Source: an optimization exercise on an open RTL-to-GDS flow (aim: small area, a short achievable clock period and few clock cycles per item). Production flows keep margins and buffers that such runs may drop. In this exercise RTL edits were held to simulation tests only and were not proved equivalent to the original. No activity file was given, so power comes from the tool's default toggle rates.

$ cat run.sh
#!/bin/bash
# synth_recipe.tcl (not shown) runs the flow's synth.tcl, then flattens the netlist and writes it again
# the make line also repeats each setting of config.mk as NAME=value (left out here)
make -C /OpenROAD-flow-scripts/flow DESIGN_CONFIG=/design/flow/config.mk WORK_HOME=/design/flow/orfs CLKGATE_MAP_FILE= SYNTH_SCRIPT=/design/flow/synth_recipe.tcl finish
$ cat config.mk
export PLATFORM = sky130hd
export DESIGN_NAME = priority_ordered_list
export DESIGN_NICKNAME = priority_ordered_list
export VERILOG_FILES = /design/flow/design.v
export SDC_FILE = /design/flow/constraint.sdc
export NUM_CORES = 4
export LEC_CHECK = 0
export CAP_MARGIN = 20
export CORE_MARGIN = 2
export CORE_UTILIZATION = 25
export PLACE_DENSITY = 0.35
export SLEW_MARGIN = 20
$ cat constraint.sdc
create_clock -name core_clock -period 7.0 [get_ports {clk}]
set_input_delay 1.4000 -clock core_clock [delete_from_list [all_inputs] [get_ports {clk}]]
set_output_delay 1.4000 -clock core_clock [all_outputs]
set_load 0.01 [all_outputs]
$ cat design.v
`timescale 1ns / 1ps
`default_nettype none
package pol_pkg;
    localparam int DEPTH   = 32;
    localparam int IDX_W   = $clog2(DEPTH);
    localparam int CNT_W   = $clog2(DEPTH + 1);
    localparam int INDEX_W = 6;
    localparam int POS_W   = 7;
    localparam int CMP_W   = CNT_W + INDEX_W;
    localparam int ENTRY_W = 32;
    typedef enum logic [1:0] {
        OP_INSERT = 2'd0,
        OP_REMOVE = 2'd1,
        OP_READ   = 2'd2,
        OP_NOP    = 2'd3
    } op_t;
    typedef enum logic [1:0] {
        ST_OK        = 2'd0,
        ST_FULL      = 2'd1,
        ST_NOT_FOUND = 2'd2,
        ST_RANGE     = 2'd3
    } status_t;
    typedef struct packed {
        logic [15:0] sort_key;
        logic [7:0]  prio;
        logic [7:0]  handle;
    } entry_t;
    typedef struct packed {
        op_t                op;
        logic [7:0]         handle;
        logic [7:0]         prio;
        logic [15:0]        sort_key;
        logic [INDEX_W-1:0] index;
    } req_t;
    typedef struct packed {
        status_t          status;
        logic [POS_W-1:0] position;
        logic [7:0]       out_handle;
        logic [7:0]       out_prio;
        logic [15:0]      out_sort_key;
        logic [POS_W-1:0] count;
    } rsp_t;
    typedef struct packed {
        op_t                op;
        logic               ins_en;
        logic               del_en;
        entry_t             probe;
        logic [INDEX_W-1:0] rd_index;
        logic [CNT_W-1:0]   count;
    } cell_ctl_t;
endpackage
`default_nettype wire
`timescale 1ns / 1ps
`default_nettype none
module pol_cell (
    input  wire logic                     clk,
    input  wire pol_pkg::cell_ctl_t       ctl,
    input  wire logic [pol_pkg::IDX_W-1:0] slot,
    input  wire pol_pkg::entry_t          prev_word,
    input  wire pol_pkg::entry_t          next_word,
    input  wire logic                     prev_gt,
    input  wire logic                     prev_hit,
    output pol_pkg::entry_t               word,
    output logic                          gt,
    output logic                          hit,
    output logic                          mark
);
    pol_pkg::entry_t word_reg;
    pol_pkg::entry_t word_next;
    logic            valid;
    logic            match;
    assign valid = (pol_pkg::CNT_W'(slot) < ctl.count);
    assign gt    = !valid ||
                   ({ctl.probe.prio, ctl.probe.sort_key} < {word_reg.prio, word_reg.sort_key});
    assign match = valid && (word_reg.handle == ctl.probe.handle);
    assign hit   = prev_hit || match;
    assign word  = word_reg;
    always_comb
    begin
        case (ctl.op)
            pol_pkg::OP_INSERT: mark = gt && !prev_gt;
            pol_pkg::OP_REMOVE: mark = match && !prev_hit;
            pol_pkg::OP_READ:   mark = valid &&
                (pol_pkg::CMP_W'(slot) == pol_pkg::CMP_W'(ctl.rd_index));
            default:            mark = 1'b0;
        endcase
    end
    always_comb
    begin
        word_next = word_reg;
        if (ctl.ins_en && gt)
        begin
            word_next = prev_gt ? prev_word : ctl.probe;
        end
        else if (ctl.del_en && hit)
        begin
            word_next = next_word;
        end
    end
    always_ff @(posedge clk)
    begin
        word_reg <= word_next;
    end
endmodule
`default_nettype wire
`timescale 1ns / 1ps
`default_nettype none
module pol_select (
    input  wire logic [pol_pkg::DEPTH-1:0]            mark,
    input  wire logic [pol_pkg::DEPTH*pol_pkg::ENTRY_W-1:0] words,
    output logic                                      any,
    output logic [pol_pkg::IDX_W-1:0]                 pos,
    output pol_pkg::entry_t                           word
);
    always_comb
    begin
        pos  = '0;
        word = '0;
        for (int i = 0; i < pol_pkg::DEPTH; i++)
        begin
            if (mark[i])
            begin
                pos  = pos | pol_pkg::IDX_W'(i);
                word = word | words[i*pol_pkg::ENTRY_W +: pol_pkg::ENTRY_W];
            end
        end
    end
    assign any = |mark;
endmodule
`default_nettype wire
`timescale 1ns / 1ps
`default_nettype none
module priority_ordered_list (
    input  wire logic          clk,
    input  wire logic          rst_n,
    input  wire logic          req_valid,
    output logic               req_ready,
    input  wire pol_pkg::req_t req,
    output logic               rsp_valid,
    input  wire logic          rsp_ready,
    output pol_pkg::rsp_t      rsp
);
    typedef enum logic [2:0] {
        S_IDLE  = 3'b001,
        S_EVAL  = 3'b010,
        S_SWEEP = 3'b100
    } state_t;
    state_t                        state_reg;
    state_t                        state_next;
    logic [pol_pkg::CNT_W-1:0]     count_reg;
    logic [pol_pkg::CNT_W-1:0]     count_next;
    pol_pkg::req_t                 req_reg;
    pol_pkg::rsp_t                 rsp_reg;
    pol_pkg::rsp_t                 rsp_data;
    logic                          rsp_valid_reg;
    logic                          rsp_load;
    logic                          can_emit;
    logic                          full;
    logic                          first_load;
    logic [pol_pkg::IDX_W-1:0]     first_pos_reg;
    pol_pkg::entry_t               first_word_reg;
    pol_pkg::cell_ctl_t                   ctl;
    pol_pkg::entry_t                      probe;
    logic [pol_pkg::DEPTH*pol_pkg::ENTRY_W-1:0] words;
    logic [pol_pkg::DEPTH*pol_pkg::ENTRY_W-1:0] prev_words;
    logic [pol_pkg::DEPTH*pol_pkg::ENTRY_W-1:0] next_words;
    logic [pol_pkg::DEPTH-1:0]            gt_vec;
    logic [pol_pkg::DEPTH-1:0]            hit_vec;
    logic [pol_pkg::DEPTH-1:0]            prev_gt_vec;
    logic [pol_pkg::DEPTH-1:0]            prev_hit_vec;
    logic [pol_pkg::DEPTH-1:0]            mark_vec;
    logic                                 sel_any;
    logic [pol_pkg::IDX_W-1:0]            sel_pos;
    pol_pkg::entry_t                      sel_word;
    logic                                 ins_en;
    logic                                 del_en;
    assign req_ready = (state_reg == S_IDLE);
    assign rsp_valid = rsp_valid_reg;
    assign rsp       = rsp_reg;
    assign can_emit  = !rsp_valid_reg || rsp_ready;
    assign full      = (count_reg >= pol_pkg::CNT_W'(pol_pkg::DEPTH));
    assign probe.handle   = req_reg.handle;
    assign probe.prio     = req_reg.prio;
    assign probe.sort_key = req_reg.sort_key;
    assign ctl.op       = req_reg.op;
    assign ctl.ins_en   = ins_en;
    assign ctl.del_en   = del_en;
    assign ctl.probe    = probe;
    assign ctl.rd_index = req_reg.index;
    assign ctl.count    = count_reg;
    for (genvar g = 0; g < pol_pkg::DEPTH; g++)
    begin : g_cell
        if (g == 0)
        begin : g_head
            assign prev_words[(g)*pol_pkg::ENTRY_W +: pol_pkg::ENTRY_W]   = '0;
            assign prev_gt_vec[g]  = 1'b0;
            assign prev_hit_vec[g] = 1'b0;
        end
        else
        begin : g_body
            assign prev_words[(g)*pol_pkg::ENTRY_W +: pol_pkg::ENTRY_W]   = words[(g-1)*pol_pkg::ENTRY_W +: pol_pkg::ENTRY_W];
            assign prev_gt_vec[g]  = gt_vec[g-1];
            assign prev_hit_vec[g] = hit_vec[g-1];
        end
        if (g == pol_pkg::DEPTH - 1)
        begin : g_tail
            assign next_words[(g)*pol_pkg::ENTRY_W +: pol_pkg::ENTRY_W] = words[(g)*pol_pkg::ENTRY_W +: pol_pkg::ENTRY_W];
        end
        else
        begin : g_inner
            assign next_words[(g)*pol_pkg::ENTRY_W +: pol_pkg::ENTRY_W] = words[(g+1)*pol_pkg::ENTRY_W +: pol_pkg::ENTRY_W];
        end
        pol_cell u_cell (
            .clk       (clk),
            .ctl       (ctl),
            .slot      (pol_pkg::IDX_W'(g)),
            .prev_word (prev_words[(g)*pol_pkg::ENTRY_W +: pol_pkg::ENTRY_W]),
            .next_word (next_words[(g)*pol_pkg::ENTRY_W +: pol_pkg::ENTRY_W]),
            .prev_gt   (prev_gt_vec[g]),
            .prev_hit  (prev_hit_vec[g]),
            .word      (words[(g)*pol_pkg::ENTRY_W +: pol_pkg::ENTRY_W]),
            .gt        (gt_vec[g]),
            .hit       (hit_vec[g]),
            .mark      (mark_vec[g])
        );
    end
    pol_select u_select (
        .mark  (mark_vec),
        .words (words),
        .any   (sel_any),
        .pos   (sel_pos),
        .word  (sel_word)
    );
    always_comb
    begin
        state_next = state_reg;
        count_next = count_reg;
        rsp_load   = 1'b0;
        rsp_data   = '0;
        ins_en     = 1'b0;
        del_en     = 1'b0;
        first_load = 1'b0;
        case (state_reg)
            S_IDLE:
            begin
                if (req_valid)
                begin
                    state_next = S_EVAL;
                end
            end
            S_EVAL:
            begin
                case (req_reg.op)
                    pol_pkg::OP_INSERT:
                    begin
                        if (can_emit)
                        begin
                            rsp_load   = 1'b1;
                            state_next = S_IDLE;
                            if (full)
                            begin
                                rsp_data.status     = pol_pkg::ST_FULL;
                                rsp_data.out_handle = req_reg.handle;
                            end
                            else
                            begin
                                ins_en                = 1'b1;
                                count_next            = count_reg + 1'b1;
                                rsp_data.status       = pol_pkg::ST_OK;
                                rsp_data.position     = pol_pkg::POS_W'(sel_pos);
                                rsp_data.out_handle   = probe.handle;
                                rsp_data.out_prio     = probe.prio;
                                rsp_data.out_sort_key = probe.sort_key;
                            end
                        end
                    end
                    pol_pkg::OP_REMOVE:
                    begin
                        if (sel_any)
                        begin
                            del_en     = 1'b1;
                            first_load = 1'b1;
                            count_next = count_reg - 1'b1;
                            state_next = S_SWEEP;
                        end
                        else if (can_emit)
                        begin
                            rsp_load            = 1'b1;
                            rsp_data.status     = pol_pkg::ST_NOT_FOUND;
                            rsp_data.out_handle = req_reg.handle;
                            state_next          = S_IDLE;
                        end
                    end
                    pol_pkg::OP_READ:
                    begin
                        if (can_emit)
                        begin
                            rsp_load          = 1'b1;
                            rsp_data.position = pol_pkg::POS_W'(req_reg.index);
                            state_next        = S_IDLE;
                            if (sel_any)
                            begin
                                rsp_data.status       = pol_pkg::ST_OK;
                                rsp_data.out_handle   = sel_word.handle;
                                rsp_data.out_prio     = sel_word.prio;
                                rsp_data.out_sort_key = sel_word.sort_key;
                            end
                            else
                            begin
                                rsp_data.status = pol_pkg::ST_RANGE;
                            end
                        end
                    end
                    default:
                    begin
                        if (can_emit)
                        begin
                            rsp_load        = 1'b1;
                            rsp_data.status = pol_pkg::ST_OK;
                            state_next      = S_IDLE;
                        end
                    end
                endcase
            end
            S_SWEEP:
            begin
                if (sel_any)
                begin
                    del_en     = 1'b1;
                    count_next = count_reg - 1'b1;
                end
                else if (can_emit)
                begin
                    rsp_load              = 1'b1;
                    rsp_data.status       = pol_pkg::ST_OK;
                    rsp_data.position     = pol_pkg::POS_W'(first_pos_reg);
                    rsp_data.out_handle   = first_word_reg.handle;
                    rsp_data.out_prio     = first_word_reg.prio;
                    rsp_data.out_sort_key = first_word_reg.sort_key;
                    state_next            = S_IDLE;
                end
            end
            default:
            begin
                state_next = S_IDLE;
            end
        endcase
        rsp_data.count = pol_pkg::POS_W'(count_next);
    end
    always_ff @(posedge clk or negedge rst_n)
    begin
        if (!rst_n)
        begin
            state_reg     <= S_IDLE;
            count_reg     <= '0;
            rsp_valid_reg <= 1'b0;
        end
        else
        begin
            state_reg <= state_next;
            count_reg <= count_next;
            if (rsp_load)
            begin
                rsp_valid_reg <= 1'b1;
            end
            else if (rsp_ready)
            begin
                rsp_valid_reg <= 1'b0;
            end
        end
    end
    always_ff @(posedge clk)
    begin
        if (req_valid && req_ready)
        begin
            req_reg <= req;
        end
        if (rsp_load)
        begin
            rsp_reg <= rsp_data;
        end
        if (first_load)
        begin
            first_pos_reg  <= sel_pos;
            first_word_reg <= sel_word;
        end
    end
endmodule
`default_nettype wire
==> impl_summary.txt <==
----------------------------------------------------
[Drt]
  Detailed-route wire length per cell ... 33.1 µm
  Final ANT Viol Nets ... 0
  DRC viols ... 0
  Met2 routed WL ... 214,000 µm
  Top routing layer in use ... met4
  Post-DR vias/cell ... 5.40
  DRT met1 WL ... 194,000 µm
  Wirelength, routed ... 456,000 µm
  DRC marker count from the first detailed-route iteration ... 7,677
  Amount of wire on met3 after detailed routing ... 22,400 µm
  Pre-antenna DRT Iters ... 8
  Via count ... 74,347

[Setup path]
  Critical path origin ... req_reg[19]$_DFFE_PP_
  Type of the worst setup path ... reg2reg
  Kind of capture point of the worst setup path ... flop
  CP startpoint kind ... flop
  Peak fanout along the critical path ... 28
  Worst R2R Setup Slack ... 0.55 ns
  Required @ worst endpoint ... 7.62 ns
  Worst R2R Start ... req_reg[19]$_DFFE_PP_
  Worst EP arrival ... 7.07 ns

[Timing]
  Setup repair after global routing missed its margin ... no
  FMAX ... 155 MHz
  Number of pins exceeding their max-slew limit in the final report ... 0
  Min cycle time layout ... 6.45 ns
  Slew at the pin closest to its max-slew limit ... 1.25 ns
  Slew HR ... 16.5%
  Ratio of final minimum period to clock period ... 92.2%
  Number of hold violations in the final report ... 0
  Final clock skew ... 0.0569 ns
  Final-report setup violation count ... 0

[GRT]
  GRT Total Usage ... 25.5%
  Global-route wire length before repair ... 623,000 µm
  Via count of the first global-routing pass ... 73,187
  Pin count of the biggest net entering global routing ... 65
  Initial antenna violation count ... 17
  Global route total overflow ... 0

[Synth]
  Main combinational cell family by area after synthesis ... compound AO/OA/AOI/OAI gates
  Compound-gate portion of the synthesized area ... 17.9%
  Number of enable flip-flop cells after synthesis ... 1,147
  Yosys top cell by area ... edfxtp_1
  Number of standard cells after synthesis ... 9,065
  Area share of the largest cell type after synthesis ... 40.2%
  Simple-Gate Fraction of Synth Area ... 11.7%
  Post-synthesis sequential area ratio ... 40.5%
  Xor/xnor cell area share of the yosys netlist ... 2.65%
  Synthesized area ... 85,700 µm²
  Fraction of registers with async set or reset after synthesis ... 0.864%
  Number of unique standard cell types used by synthesis ... 92
  Post-synthesis average cell area ... 9.45 µm²
  Leading post-synthesis cells by cell area ... edfxtp_1 (40%), ha_1 (11%), mux2i_1 (9.1%), a21oi_1 (5.4%), nor2_1 (3.8%)
  Post-synthesis register bit count ... 1,157
  Leading register cell type out of synthesis ... edfxtp_1
  Area share of fa/ha/maj cells after synthesis ... 10.8%
  Warnings, synthesis ... 3
  Portion of netlist area occupied by mux cells ... 9.97%

[Finish]
  Count of nets after finishing ... 9,891
  Layout cell share with drive strength beyond 1 ... 9.44%
  Final Core Density ... 29.4%
  Post-route cell area ... 99,900 µm²
  Flip-flop count of the largest register after layout ... 1,024
  Area grow syn2layout ... 16.6%

[Placement]
  Routability Congestion ... 0.930
  Port Buf Inserts ... 91
  DP Wirelength ... 348,000 µm
  Placement-stage cell area ... 94,800 µm²

[Pwr]
  Net switching power ... 9.94 mW
  Fraction of power spent switching nets ... 38.8%
  Register share of total power ... 33.2%
  LEAKAGE ... 42.7 nW
  Logic gate share of total power ... 34.0%
  Clock Power Share ... 32.8%
  Final Total Pwr ... 25.6 mW
  Internal power summed over all cells ... 15.7 mW
  Power density relative to cell area ... 257 nW/µm²
  Maximum ir drop on the vdd rail ... 172 µV

[Clocking]
  CTS H-tree depth ... 4
  Post-CTS setup-driven buffer insertion count ... 0
  Count of hold-fix buffers inserted at cts ... 0
  Total clock sinks ... 1,157
  Clock-pin slew on the worst setup and hold paths ... 0.06 ns
  Number of gates resized after cts ... 0
  Root buffer selected by CTS ... clkbuf_16
  Clock tree from TritonCTS ... done
  Clock insertion delay at the later pin of the skew report ... 0.90 ns
  Number of buffers added by the clock tree synthesis step ... 167
  Number of buffers on the longest clock path ... 4

[Floorplanning]
  DIE AREA ... 347,000 µm²
  # rows ... 214
  Initial Utilization ... 25.2%
  Horiz. Die Dim ... 589 µm
  Core Area ... 340,000 µm²
  Vert. Die Dim ... 589 µm
  I/O pin cnt ... 94

[Status]
  Status ... finished clean

[Run]
  Count of max-cap constraint violations ... 0

[Hold path]
  Path class of the lowest-slack min-delay path ... reg2reg
  Launch point of the worst hold path ... first_pos_reg[2]$_DFFE_PP_

----------------------------------------------------
[power groups by stage]
stage	Clock (mW)	Combinational (mW)	Sequential, mW
after floorplan	0	4.72	8.45
after global placement	0	8.48	8.65
after detailed placement	0	8.54	8.65
after CTS	8.61	8.58	8.51
after global routing	8.81	9.18	8.52
final	8.42	8.72	8.51
[worst max-delay path, stage by stage, from the launching register on]
cell and delay (ns):
edfxtp_1 0.52, buf_4 0.27, buf_4 0.24, ha_1 0.32, nand4_1 0.12, nor2_1 0.30
o21ai_0 0.21, a31oi_1 0.69, o211ai_1 0.27, and4b_1 0.25, a311o_2 0.36, buf_4 0.37
a22o_1 0.33, a2111oi_0 1.02, nand4_1 0.35, and2_1 0.27, a221o_1 0.26
[final timing paths]
path	end	cells past startpoint
worst max-delay path	rsp_reg[32]$_DFFE_PP_	16
worst min-delay path	rsp_reg[41]$_DFFE_PP_	2
worst max register to register	rsp_reg[32]$_DFFE_PP_	16
worst min register to register	rsp_reg[41]$_DFFE_PP_	2
max in group asynchronous	count_reg[5]$_DFF_PN0_	1
min in group asynchronous	count_reg[2]$_DFF_PN0_	1
[layout by cell type (no fill, tap or decap), types with 42 or more instances in the layout]
cell	instances
nor4_1	61
inv_1	775
mux2_2	64
and3_1	45
nand4_1	187
xnor2_1	141
buf_12	89
a22o_1	81
a31oi_1	45
a21oi_1	924
xor2_1	116
a222oi_1	119
o21ai_0	511
buf_4	334
nor2_1	849
a22oi_1	150
ha_1	740
clkbuf_16	171
nor3_1	55
edfxtp_1	1147
nand2_1	653
a221oi_1	71
clkdlybuf4s50_1	91
a21o_1	170
nand3_1	112
mux2i_1	781
clkbuf_1	42
[cell usage after synthesis (11+ instances only)]
cell / n
nand4_1: 187
nor2_1: 863
o211ai_1: 16
edfxtp_1: 1147
xnor2_1: 141
mux2i_1: 781
a221o_1: 25
a2111o_1: 17
a22o_1: 83
and4_1: 25
nand2_1: 667
nand2b_1: 39
buf_1: 75
buf_6: 16
a22oi_1: 153
nor2b_1: 34
xor2_1: 116
a2111oi_0: 39
nor4_1: 63
inv_1: 775
or3_1: 22
o31ai_1: 14
a21o_1: 175
nor3_1: 57
a31oi_1: 46
or4_1: 16
a222oi_1: 119
a211oi_1: 36
and3_1: 45
a221oi_1: 71
nand3_1: 116
o21ai_0: 528
o21ai_1: 11
a21boi_0: 16
ha_1: 740
clkbuf_1: 525
o2111ai_1: 15
and2_1: 20
mux2_2: 64
a21oi_1: 926
o22ai_1: 17
buf_2: 16
o21a_1: 34
[cells by family (layout without fill, tap and decap cells)]
logic type,Yosys count,count (layout)
buf+inv,1420,1588
xor+xnor,258,258
fa+ha+maj,740,740
other cells,1,6
mux,845,845
simple gates,2215,2215
compound gates,2429,2429
flops,1157,1157
[metrics by stage]
stage | cells | setup TNS [ns] | hold slack, ns | setup WS [ns]
detailed placement | 13473 | 0 | 0.512 | 0.789
floorplan | 9066 | 0 | 0.484 | 0.0175
CTS | 13769 | 0 | 0.537 | 0.765
global placement | 13468 | -1.89 | 0.527 | -0.173
global route | 13771 | 0 | 0.560 | 0.547
finish | 13774 | 0 | 0.542 | 0.548
[metal layers]
metal | up-vias | global-route usage (%)
li1 | 33522 | -
met1 | 37444 | 32.9
met2 | 2706 | 42.5
met3 | 675 | 2.48
met4 | 0 | 12.3
met5 | - | 0
[area by class of cell]
class | instances | area, µm²
well taps | 4536 | 5680
fillers | 35647 | 240000
flip-flops and latches | 1157 | 34700
repair buffers | 516 | 5210
inverters | 776 | 2920
clock inverters | 83 | 633
multi-input cells | 6489 | 46300
clock buffers | 213 | 4440
diodes | 4 | 10.0
Testbench counts, summed over its fixed seeds: cycles 27,026, items 12,000.

[separate check: timing with driven ports]
The flow's constraints put no driver on any port. The routed layout listed below was extracted and timed again, unchanged, in two steps.
Step 1 sets driving cells, clkbuf_16 on the clock port and buf_2 on the other inputs (assumed; they add their load-dependent delay and slew).
Step 2, shift: input delay + t, output delay - t, t = (earliest + latest rising clock arrival at the registers) / 2. This alone moves slack from input paths to output paths.
Three values: ideal ports, drivers, drivers and shift; two values: the first two.
t, ns: 0.988
slack for setup (ns): 0.548 / 0.548 / 0.548
hold WS [ns]: 0.542 / 0.542 / 0.542
worst data-port slew with drivers (ns): 0.15
After both steps this run still meets setup and hold. For this run, drivers alone change the setup slack by 0.000 ns; drivers and shift together by 0.000 ns.
